Source: an optimization exercise on an open RTL-to-GDS flow (aim: small area and a short achievable clock period). Production flows keep margins and buffers that such runs may drop. The RTL was checked by simulation tests, not by an equivalence proof against the original design. No activity file was given, so power comes from the tool's default toggle rates.

run 1:
==> flow/design.v <==
package dmem_pkg;
  localparam int DMEM_DATA_W  = 8;
  localparam int DMEM_MAX_LAT = 15;
  typedef enum logic [1:0] {IDLE, BUSY, DONE} dmem_state_t;
endpackage
module dmem_ram
#(
  parameter int ADDR_W = 8
) (
  input  logic                   clk,
  input  logic [2**ADDR_W/4-1:0] clr_n_i,    
  input  logic [2**ADDR_W/4-1:0] set_n_i,    
  input  logic [dmem_pkg::DMEM_DATA_W-1:0] wdata_n_i,   
  output logic [2**ADDR_W/2*dmem_pkg::DMEM_DATA_W-1:0] taps_o
);
  localparam int DW    = dmem_pkg::DMEM_DATA_W;
  localparam int RINGS = 2**ADDR_W / 4;
  for (genvar k = 0; k < RINGS; k++) begin : g_ring
    dmem_ring u_ring (
      .clk      (clk),
      .clr_n_i  (clr_n_i[k]),
      .set_n_i  (set_n_i[k]),
      .wdata_n_i(wdata_n_i),
      .tap0_o   (taps_o[(2*k+0)*DW +: DW]),
      .tap2_o   (taps_o[(2*k+1)*DW +: DW])
    );
  end
endmodule
module dmem_ring (
  input  logic                   clk,
  input  logic                   clr_n_i,
  input  logic                   set_n_i,
  input  logic [dmem_pkg::DMEM_DATA_W-1:0] wdata_n_i,
  output logic [dmem_pkg::DMEM_DATA_W-1:0] tap0_o,
  output logic [dmem_pkg::DMEM_DATA_W-1:0] tap2_o
);
  logic [dmem_pkg::DMEM_DATA_W-1:0] p0_q, p1_q, p2_q, p3_q;
  always_ff @(posedge clk) begin
    p0_q <= p1_q;
    p1_q <= p2_q;
    p2_q <= ~(({dmem_pkg::DMEM_DATA_W{set_n_i}} | wdata_n_i) & p3_q);
    p3_q <= ~(p0_q & {dmem_pkg::DMEM_DATA_W{clr_n_i}});
  end
  assign tap0_o = p0_q;
  assign tap2_o = p2_q;
endmodule
module data_mem_ctrl
#(
  parameter int ADDR_W  = 8,
  parameter int LATENCY = 2
) (
  input  logic                   CLK,
  input  logic                   Reset,
  input  logic                   MemReq,
  input  logic                   MemWrite,
  input  logic [ADDR_W-1:0]      Addr,
  input  logic [dmem_pkg::DMEM_DATA_W-1:0] DataIn,
  output logic [dmem_pkg::DMEM_DATA_W-1:0] DataMemOut,
  output logic                   MemBusy,
  output logic                   MemDone
);
  localparam int DW    = dmem_pkg::DMEM_DATA_W;
  localparam int RINGS = 2**ADDR_W / 4;       
  localparam int NTAP  = 2**ADDR_W / 2;       
  if (LATENCY != 2) begin : g_lat_check
    $error("data_mem_ctrl: this implementation supports LATENCY = 2 only");
  end
  logic          busy_q, s0_q, s1_q, done_q;
  logic          busy_out_q;     
  logic          busy_la_q;      
  logic          accept;
  logic          write_q;
  logic [ADDR_W-1:0] addr_q;
  logic [DW-1:0] wdata_q;
  logic [DW-1:0] dout_q;
  logic [1:0]    phase_q;
  logic [1:0]    phase_nx;       
  logic          wb_valid_q;
  logic [ADDR_W-1:0] wb_addr_q;
  logic [DW-1:0] wb_data_q;
  logic [NTAP*DW-1:0] taps;      
  assign accept   = ~busy_q & MemReq;
  assign phase_nx = phase_q + 2'd1;
  always_ff @(posedge CLK) begin
    if (Reset) begin
      busy_q     <= 1'b0;
      busy_out_q <= 1'b0;
      busy_la_q  <= 1'b0;
      s0_q       <= 1'b0;
      s1_q       <= 1'b0;
      done_q     <= 1'b0;
    end else begin
      busy_q     <= accept | s0_q | s1_q;
      busy_out_q <= (MemReq & ~busy_out_q) | s0_q | s1_q;    
      busy_la_q  <= (MemReq & ~busy_la_q) | s0_q | s1_q;     
      s0_q       <= accept;
      s1_q       <= s0_q;
      done_q     <= s1_q;
    end
  end
  always_ff @(posedge CLK) begin
    if (accept) begin
      write_q <= MemWrite;
      addr_q  <= Addr;
      wdata_q <= DataIn;
    end
  end
  always_ff @(posedge CLK) begin
    phase_q <= phase_nx;
  end
  logic          commit_w;       
  logic          wbv_nx;         
  logic [ADDR_W-1:0] wba_nx;     
  logic          clr_a_nx, clr_b_nx;
  logic [ADDR_W-3:0] clr_ring_nx;
  logic [7:0]    clr_hi_q, clr_lo_q, clr_hi, set_hi_q, set_lo_q;
  logic          clr_a_q;        
  logic          set_q;          
  logic [RINGS-1:0] clr_n, set_n;
  assign commit_w    = s1_q & write_q & ~Reset;
  assign wbv_nx      = commit_w | (wb_valid_q & ~set_q);
  assign wba_nx      = commit_w ? addr_q : wb_addr_q;
  assign clr_a_nx    = s0_q & write_q & ~Reset & (addr_q[1:0] == phase_nx);
  assign clr_b_nx    = wbv_nx & (wba_nx[1:0] == phase_nx);
  assign clr_ring_nx = clr_a_nx ? addr_q[ADDR_W-1:2] : wba_nx[ADDR_W-1:2];
  always_ff @(posedge CLK) begin
    for (int x = 0; x < 8; x++) begin
      clr_hi_q[x] <= (clr_a_nx | clr_b_nx) & (clr_ring_nx[5:3] == 3'(x));
      clr_lo_q[x] <= (clr_ring_nx[2:0] == 3'(x));
    end
    clr_a_q  <= clr_a_nx;
    set_hi_q <= clr_hi;
    set_lo_q <= clr_lo_q;
    set_q    <= |clr_hi;
  end
  assign clr_hi = clr_hi_q & {8{~(clr_a_q & Reset)}};
  always_comb begin
    for (int k = 0; k < RINGS; k++) begin
      clr_n[k] = ~(clr_hi[k/8] & clr_lo_q[k%8]);
      set_n[k] = ~(set_hi_q[k/8] & set_lo_q[k%8]);
    end
  end
  always_ff @(posedge CLK) begin
    if (commit_w) begin
      wb_valid_q <= 1'b1;
      wb_addr_q  <= addr_q;
      wb_data_q  <= wdata_q;
    end else if (set_q) begin
      wb_valid_q <= 1'b0;
    end
  end
  dmem_ram #(.ADDR_W(ADDR_W)) u_ram (
    .clk      (CLK),
    .clr_n_i  (clr_n),
    .set_n_i  (set_n),
    .wdata_n_i(~wb_data_q),
    .taps_o   (taps)
  );
  logic [ADDR_W-1:0] la_nx;      
  logic              lt_nx;      
  logic [NTAP-1:0]   sline_q;    
  logic [NTAP-1:0]   sline;
  logic [DW-1:0]     rd_now;     
  logic [DW-1:0]     part_q;     
  logic              late;       
  logic              fwd;        
  logic              ld1;        
  assign la_nx = busy_la_q ? addr_q : Addr;
  assign lt_nx = la_nx[1] ^ phase_nx[1];
  always_ff @(posedge CLK) begin
    for (int i = 0; i < NTAP; i++) sline_q[i] <= ({la_nx[ADDR_W-1:2], lt_nx} == (ADDR_W-1)'(i));
  end
  assign sline = sline_q;
  logic [DW-1:0]     rd_lo, rd_hi;  
  for (genvar b = 0; b < DW; b++) begin : g_bit
    logic [NTAP-1:0] d;
    for (genvar i = 0; i < NTAP; i++) begin : g_tap
      assign d[i] = taps[i*DW + b];
    end
    dmem_rd_or64 u_lo (.sel_i(sline[NTAP/2-1:0]),    .d_i(d[NTAP/2-1:0]),    .y_o(rd_lo[b]));
    dmem_rd_or64 u_hi (.sel_i(sline[NTAP-1:NTAP/2]), .d_i(d[NTAP-1:NTAP/2]), .y_o(rd_hi[b]));
  end
  assign rd_now = rd_lo | rd_hi;
  always_ff @(posedge CLK) begin
    part_q <= rd_now;
  end
  assign late = addr_q[0] ^ phase_q[0];
  logic          fwd_q;
  always_ff @(posedge CLK) begin
    fwd_q <= wb_valid_q & (wb_addr_q == addr_q);
  end
  assign fwd  = fwd_q;
  assign ld1  = s1_q & ~write_q;
  logic          take_now;       
  logic [DW-1:0] dout_other;     
  assign take_now   = ~Reset & ld1 & ~fwd & ~late;
  assign dout_other = Reset ? '0
                    : ~ld1  ? dout_q
                    : fwd   ? wb_data_q
                    : late  ? part_q
                    :         '0;
  for (genvar b = 0; b < DW; b++) begin : g_dout
    logic lo_n, hi_n, d;
    dmem_nand2 u_lo  (.a(rd_lo[b]), .b(take_now), .y(lo_n));
    dmem_nand2 u_hi  (.a(rd_hi[b]), .b(take_now), .y(hi_n));
    dmem_nand3 u_sel (.a(lo_n), .b(hi_n), .c(~dout_other[b]), .y(d));
    always_ff @(posedge CLK) dout_q[b] <= d;
  end
  assign DataMemOut = dout_q;
  assign MemBusy    = busy_out_q;
  assign MemDone    = done_q;
endmodule
module dmem_rd_or64 (
  input  logic [63:0] sel_i,
  input  logic [63:0] d_i,
  output logic        y_o
);
  logic [7:0] o;      
  logic [3:0] o_n;    
  for (genvar i = 0; i < 8; i++) begin : g_or8
    dmem_rd_or8 u_or8 (.sel_i(sel_i[8*i +: 8]), .d_i(d_i[8*i +: 8]), .y_o(o[i]));
  end
  for (genvar i = 0; i < 4; i++) begin : g_nor
    dmem_nor2 u_nor (.a(o[2*i]), .b(o[2*i+1]), .y(o_n[i]));
  end
  dmem_nand4 u_nand (.a(o_n[0]), .b(o_n[1]), .c(o_n[2]), .d(o_n[3]), .y(y_o));
endmodule
module dmem_nor2 (
  input  logic a, b,
  output logic y
);
  assign y = ~(a | b);
endmodule
module dmem_nand4 (
  input  logic a, b, c, d,
  output logic y
);
  assign y = ~(a & b & c & d);
endmodule
module dmem_nand2 (
  input  logic a, b,
  output logic y
);
  assign y = ~(a & b);
endmodule
module dmem_nand3 (
  input  logic a, b, c,
  output logic y
);
  assign y = ~(a & b & c);
endmodule
module dmem_rd_or8 (
  input  logic [7:0] sel_i,
  input  logic [7:0] d_i,
  output logic       y_o
);
  assign y_o = |(sel_i & d_i);
endmodule
clock: 4.0 ns
lec_check: 0
cap_margin: 50
core_margin: 2
core_utilization: 70
cts_cluster_diameter: 60
cts_cluster_size: 30
place_density: 0.7
setup_slack_margin: 2.0
slew_margin: 70
synth_hierarchical: 1
synth_minimum_keep_size: 0
standard.sh (not shown) runs the stock make flow with config.mk's settings and CLKGATE_MAP_FILE= SYNTH_SCRIPT=/design/flow/synth_recipe.tcl, a recipe that flattens the netlist after the stock synthesis.
==> flow/flow/run.sh <==
#!/bin/bash
# Own flow: the standard synthesis unchanged, then the standard layout steps
# with the delay cells (dlygate*, clkdlybuf*) added to the don't-use list so
# that the resizer does not pick them as port or signal buffers.
set -euo pipefail
PLATFORM_DONT_USE="sky130_fd_sc_hd__probe_p_8 sky130_fd_sc_hd__probec_p_8 sky130_fd_sc_hd__lpflow_bleeder_1 sky130_fd_sc_hd__lpflow_clkbufkapwr_1 sky130_fd_sc_hd__lpflow_clkbufkapwr_16 sky130_fd_sc_hd__lpflow_clkbufkapwr_2 sky130_fd_sc_hd__lpflow_clkbufkapwr_4 sky130_fd_sc_hd__lpflow_clkbufkapwr_8 sky130_fd_sc_hd__lpflow_clkinvkapwr_1 sky130_fd_sc_hd__lpflow_clkinvkapwr_16 sky130_fd_sc_hd__lpflow_clkinvkapwr_2 sky130_fd_sc_hd__lpflow_clkinvkapwr_4 sky130_fd_sc_hd__lpflow_clkinvkapwr_8 sky130_fd_sc_hd__lpflow_decapkapwr_12 sky130_fd_sc_hd__lpflow_decapkapwr_3 sky130_fd_sc_hd__lpflow_decapkapwr_4 sky130_fd_sc_hd__lpflow_decapkapwr_6 sky130_fd_sc_hd__lpflow_decapkapwr_8 sky130_fd_sc_hd__lpflow_inputiso0n_1 sky130_fd_sc_hd__lpflow_inputiso0p_1 sky130_fd_sc_hd__lpflow_inputiso1n_1 sky130_fd_sc_hd__lpflow_inputiso1p_1 sky130_fd_sc_hd__lpflow_inputisolatch_1 sky130_fd_sc_hd__lpflow_isobufsrc_1 sky130_fd_sc_hd__lpflow_isobufsrc_16 sky130_fd_sc_hd__lpflow_isobufsrc_2 sky130_fd_sc_hd__lpflow_isobufsrc_4 sky130_fd_sc_hd__lpflow_isobufsrc_8 sky130_fd_sc_hd__lpflow_isobufsrckapwr_16 sky130_fd_sc_hd__lpflow_lsbuf_lh_hl_isowell_tap_1 sky130_fd_sc_hd__lpflow_lsbuf_lh_hl_isowell_tap_2 sky130_fd_sc_hd__lpflow_lsbuf_lh_hl_isowell_tap_4 sky130_fd_sc_hd__lpflow_lsbuf_lh_isowell_4 sky130_fd_sc_hd__lpflow_lsbuf_lh_isowell_tap_1 sky130_fd_sc_hd__lpflow_lsbuf_lh_isowell_tap_2 sky130_fd_sc_hd__lpflow_lsbuf_lh_isowell_tap_4 "
EXTRA_DONT_USE="sky130_fd_sc_hd__dlygate4sd1_1 sky130_fd_sc_hd__dlygate4sd2_1 sky130_fd_sc_hd__dlygate4sd3_1 sky130_fd_sc_hd__dlymetal6s2s_1 sky130_fd_sc_hd__dlymetal6s4s_1 sky130_fd_sc_hd__dlymetal6s6s_1 sky130_fd_sc_hd__clkdlybuf4s15_1 sky130_fd_sc_hd__clkdlybuf4s15_2 sky130_fd_sc_hd__clkdlybuf4s18_1 sky130_fd_sc_hd__clkdlybuf4s18_2 sky130_fd_sc_hd__clkdlybuf4s25_1 sky130_fd_sc_hd__clkdlybuf4s25_2 sky130_fd_sc_hd__clkdlybuf4s50_1 sky130_fd_sc_hd__clkdlybuf4s50_2"
bash standard.sh synth > synth.log 2>&1
bash standard.sh "DONT_USE_CELLS=$PLATFORM_DONT_USE $EXTRA_DONT_USE" finish > layout.log 2>&1
For run 2, these inputs were changed with respect to run 1:
Settings: swapping 70 for 75 in CORE_UTILIZATION; swapping 70 for 60 in SLEW_MARGIN; swapping 0.7 for 0.75 in PLACE_DENSITY.
## What came out
Run 1 → run 2: worst reg2reg path depth closely matched the old numbers; fill cell total of the finished layout decreased by about 17% relative to the old numbers. Fmax | run 2 vs run 1 | run 2 faster. Against run 1 as the reference, run 2 delivers a lower layout buffer count excluding clock buffers. From run 1 to run 2 the numbers moved as follows: final area went down 1.5%; worst clock skew went up 0.0035 ns. What run 2 reported for count of clock-buffer cells in the layout has to be multiplied by 1.09 to get the figure for run 1.
Input-level comparison between run 3 and run 2:
Settings: swapping 60 for 70 in SLEW_MARGIN; swapping 2.0 for 1.9 in SETUP_SLACK_MARGIN.
## What came out
Run 3 vs run 2 — met1 global-route usage rose 2.6 points. Between run 3 and run 2, it is run 3 whose final clock period utilization by the worst path is higher, by 2.5 points. Delta (run 3 minus run 2): maximum clock frequency dropped 4.6%, number of non-clock buffers in the layout dropped 20%, routed via count barely changed. Sequential share of layout area, run 3 and run 2: lower on run 2.
> inputs changed (run 3 -> run 4)
Settings: a change of SETUP_SLACK_MARGIN from 1.9 to 2.0.
--- outcome ---
Run 4: full flow OK, the timing, DRC and antenna checks passed. Run 4 against run 3: synthesis-to-finish area growth higher, worst hold slack went down, utilization +0.44 points, number of vias per cell after detailed routing held steady. Run 3 → run 4: setup slack higher, number of rows created at floorplan essentially unchanged, proportion of power drawn by combinational gates did not really move, count of clock-buffer cells in the layout lower.

re-timing with driven ports:
The results above use ideal ports. As a check the final layouts listed here were re-extracted and re-timed, cells and wires unchanged. Step 1: set_driving_cell puts a clkbuf_16 on CLK and a buf_2 on each other input, an assumption about the parent block. Step 2, shift: input delay + t, output delay - t, t = (earliest + latest rising clock arrival at the registers) / 2. This alone moves slack from input paths to output paths. Slacks: no drivers / after step 1 / after step 2; pairs: no drivers / after step 1.
run	shift t [ns]	slack for setup (ns)	worst hold slack (ns)	slew at the worst register clock pin (ns)
run 1	0.768	1.936 / 1.870 / 1.349	0.318 / 0.287 / 0.318	0.11 / 0.11
run 2	0.752	1.952 / 1.931 / 1.267	0.283 / 0.236 / 0.309	0.11 / 0.11
run 3	0.764	1.853 / 1.853 / 1.260	0.317 / 0.317 / 0.317	0.11 / 0.11
run 4	0.754	1.971 / 1.913 / 1.276	0.284 / 0.245 / 0.321	0.11 / 0.11
After both steps setup and hold are still met in every run listed. For run 4, which loses most, drivers alone change the setup slack by -0.058 ns; drivers and shift together by -0.695 ns.
